Source: an optimization exercise on an open RTL-to-GDS flow (aim: small area, a short achievable clock period and few clock cycles). Production flows keep margins and buffers that such runs may drop. Function was checked by simulation only, so behaviour that the tests miss may differ from the original. Power and IR drop assume default switching activity.

// cursor_text_buffer_editor_core
module cursor_text_buffer_editor_core #(
    parameter int BUFFER_BYTES = 256
) (
    input  logic                           clk,
    input  logic                           rst_n,
    input  logic                           in_valid,
    output logic                           in_ready,
    input  logic [ctbe_pkg::ACTION_W-1:0]  action,
    input  logic [ctbe_pkg::COUNT_W-1:0]   count,
    input  logic [ctbe_pkg::BYTE_W-1:0]    value,
    input  logic [ctbe_pkg::PEEK_W-1:0]    peek_index,
    output logic                           out_valid,
    input  logic                           out_ready,
    output logic [ctbe_pkg::CURSOR_W-1:0]  cursor,
    output logic [ctbe_pkg::BYTE_W-1:0]    peek_byte,
    output logic                           error
);
    logic stall;
    logic       v0;
    logic       up0, dn0, ins0, del0, swp0, rd0, bad0;
    logic [7:0] c0, x0;
    logic [7:0] p0;
    always_ff @(posedge clk or negedge rst_n)
    begin
        if (!rst_n)
        begin
            v0 <= 1'b0;
        end
        else if (!stall)
        begin
            v0 <= in_valid && in_ready;
        end
    end
    always_ff @(posedge clk)
    begin
        if (!stall)
        begin
            up0  <= (action == ACT_INSERT) || (action == ACT_ADVANCE);
            dn0  <= (action == ACT_DELETE) || (action == ACT_BACKUP);
            ins0 <= (action == ACT_INSERT);
            del0 <= (action == ACT_DELETE);
            swp0 <= (action == ACT_SWAP);
  ...
Size in the first run: ~5,100 cells after synthesis, about 2,300 flip-flops, ~0.091 mm^2 of cells after synthesis.
clock: 10.0 ns
lec_check: 0
cap_margin: 20
core_margin: 2
core_utilization: 40
setup_slack_margin: 5
slew_margin: 60
synth_hierarchical: 1
run.sh (not shown) runs the stock make flow with config.mk's settings and CLKGATE_MAP_FILE= SYNTH_SCRIPT=/design/flow/synth_recipe.tcl, a recipe that flattens the netlist after the stock synthesis.
Testbench counts at the start, summed over its fixed seeds: cycles 4,032.
==> next run, changes <==
==> flow/flow/run.sh (new file) <==
#!/bin/bash
# The standard layout (the standard.sh: standard synthesis, floorplan, placement, CTS,
# routing), except that the input and output ports are buffered with
# sky130_fd_sc_hd__buf_2 instead of the cell buffer_ports picks on its own
# (sky130_fd_sc_hd__clkdlybuf4s50_1, a delay buffer). Every port still gets one buffer.
# The whole output of the flow (make, yosys, openroad) goes to standard.log here; ORFS's
# per-step logs stay under orfs/logs/.
set -uo pipefail
export BUFFER_PORTS_ARGS="-buffer_cell sky130_fd_sc_hd__buf_2"
bash standard.sh > standard.log 2>&1
rc=$?
tail -n 40 standard.log
exit $rc
==> flow/standard.sh (new file) <==
#!/bin/bash
# synth_recipe.tcl (not shown) runs the flow's synth.tcl, then flattens the netlist and writes it again
# the make line also repeats each setting of config.mk as NAME=value (left out here)
make -C /OpenROAD-flow-scripts/flow DESIGN_CONFIG=/design/flow/config.mk WORK_HOME=/design/flow/orfs CLKGATE_MAP_FILE= SYNTH_SCRIPT=/design/flow/synth_recipe.tcl "${@:-finish}"
CTS_CLUSTER_DIAMETER = 100   (was unset)
CTS_CLUSTER_SIZE = 30   (was unset)
removed: flow/run.sh
=> Final cell count went down by 3.1%; register-to-register slack gets worse by 0.33 ns; sequential cell count does not change; worst hold slack gets better by 0.011 ns; via count went down by 1.1%; sequential share of layout area went up by 3.3 points; power went down by 9.7%; clock skew barely changes; final area went down by 4.7%.


Setup of job 9767:
cursor_text_buffer_editor_core, a different RTL version from the one above (not shown whole).
For scale: ~5,100 cells after synthesis, ~55 I/O pins, about 92,000 sq um of cells after synthesis.
Settings: LEC_CHECK=0, CAP_MARGIN=20, CORE_MARGIN=2, CORE_UTILIZATION=60, CTS_CLUSTER_DIAMETER=80, CTS_CLUSTER_SIZE=24, SETUP_SLACK_MARGIN=5, SLEW_MARGIN=60, SYNTH_HIERARCHICAL=1; clock period 10.0 ns.
standard.sh (not shown) runs the stock make flow with config.mk's settings and CLKGATE_MAP_FILE= SYNTH_SCRIPT=/design/flow/synth_recipe.tcl, a recipe that flattens the netlist after the stock synthesis.
==> flow/flow/run.sh <==
#!/bin/bash
# The standard layout (the standard.sh: standard synthesis, floorplan, placement, CTS,
# routing), except that the input and output ports are buffered with
# sky130_fd_sc_hd__buf_2 instead of the cell buffer_ports picks on its own
# (sky130_fd_sc_hd__clkdlybuf4s50_1, a delay buffer). Every port still gets one buffer.
# The whole output of the flow (make, yosys, openroad) goes to standard.log here; ORFS's
# per-step logs stay under orfs/logs/.
set -uo pipefail
export BUFFER_PORTS_ARGS="-buffer_cell sky130_fd_sc_hd__buf_2"
bash standard.sh > standard.log 2>&1
rc=$?
tail -n 40 standard.log
exit $rc
Job 9767 ran to completion and came out clean on the timing, design-rule and antenna checks.
Testbench counts of job 9767, summed over its fixed seeds: cycles 4,032.
--- input diff job 9767..job 2932 ---
- changing CTS_CLUSTER_DIAMETER from 80 to 100
- changing CTS_CLUSTER_SIZE from 24 to 30
### Flow results
In the reports for job 9767 and job 2932, the smaller largest voltage drop on the vdd net belongs to job 9767.
On maximum frequency from static timing analysis, job 9767 and job 2932 are basically level.
Against job 9767, clock-buffer cell count in job 2932 fell by more than 10%.
Compared with job 9767, job 2932 has extra setup slack.
Summary of job 2932 over job 9767: count of nets after finishing shows a reduction of 25, final design area excluding fillers saw a decrease, clock period minus final worst setup slack now sits lower.
The highest cell delay on the worst timing path of job 9767 and that of job 2932 are within noise of each other.
--- input diff job 2932..job 2603 ---
- swapping 100 for 80 in CTS_CLUSTER_DIAMETER
- swapping 30 for 24 in CTS_CLUSTER_SIZE
- swapping 60 for 40 in SLEW_MARGIN
Notes after the runs:
- Job 2603 finished all stages; the layout is clean.
- Clock power (job 2932 / job 2603): 0.856
- There was hardly any difference in sum of met3 wire segment lengths after detailed routing between job 2603 and job 2932.
- Number of DRC violations after detailed-routing iteration 0 (job 2603 over job 2932): decrease, about 5%
- Job 2603 against job 2932: setup slack saw a decrease; final clock period utilization by the worst path saw an increase; routing usage on met2 saw a decrease.
- Job 2603 -> job 2932: count of multi-input gates delta 0, exact match
- Comparing job 2603 with job 2932, the first-pass GRT wire length came out essentially unchanged.
- For post-route standard cell area excluding fillers, job 2932 and job 2603 come out practically identical.
- Detailed-route vias per instance of job 2603 is on par with job 2932.

port drivers added, routing unchanged:
No port has a modelled driver above. Below, the same layouts with a new extraction and two added sets of constraints.
Step 1 assumes that a clkbuf_16 drives the clock port and a buf_2 every other input.
Step 2 adds t to the input delays and takes it off the output delays; t is the mean of the earliest and latest rising clock arrival at the registers after step 1. Input paths then give back, and output paths get back, about the clock's delay inside the block.
Slacks: no drivers / after step 1 / after step 2; pairs: no drivers / after step 1.
run	t (ns)	setup WS [ns]	hold slack, ns	worst setup path at the end	worst slew at a driven data input, ns
the first run of note 1	0.933	5.968 / 5.883 / 6.354	0.417 / 0.417 / 0.417	input to register	0.16
the second run of note 1	0.838	6.296 / 6.296 / 6.296	0.429 / 0.429 / 0.429	register to register	0.19
job 9767	0.843	6.653 / 6.568 / 6.797	0.424 / 0.424 / 0.424	input to register	0.05
job 2932	0.818	6.657 / 6.573 / 6.811	0.425 / 0.425 / 0.425	input to register	0.05
job 2603	0.849	6.628 / 6.545 / 6.690	0.426 / 0.426 / 0.426	register to register	0.04
After both steps every run listed still meets setup and hold.
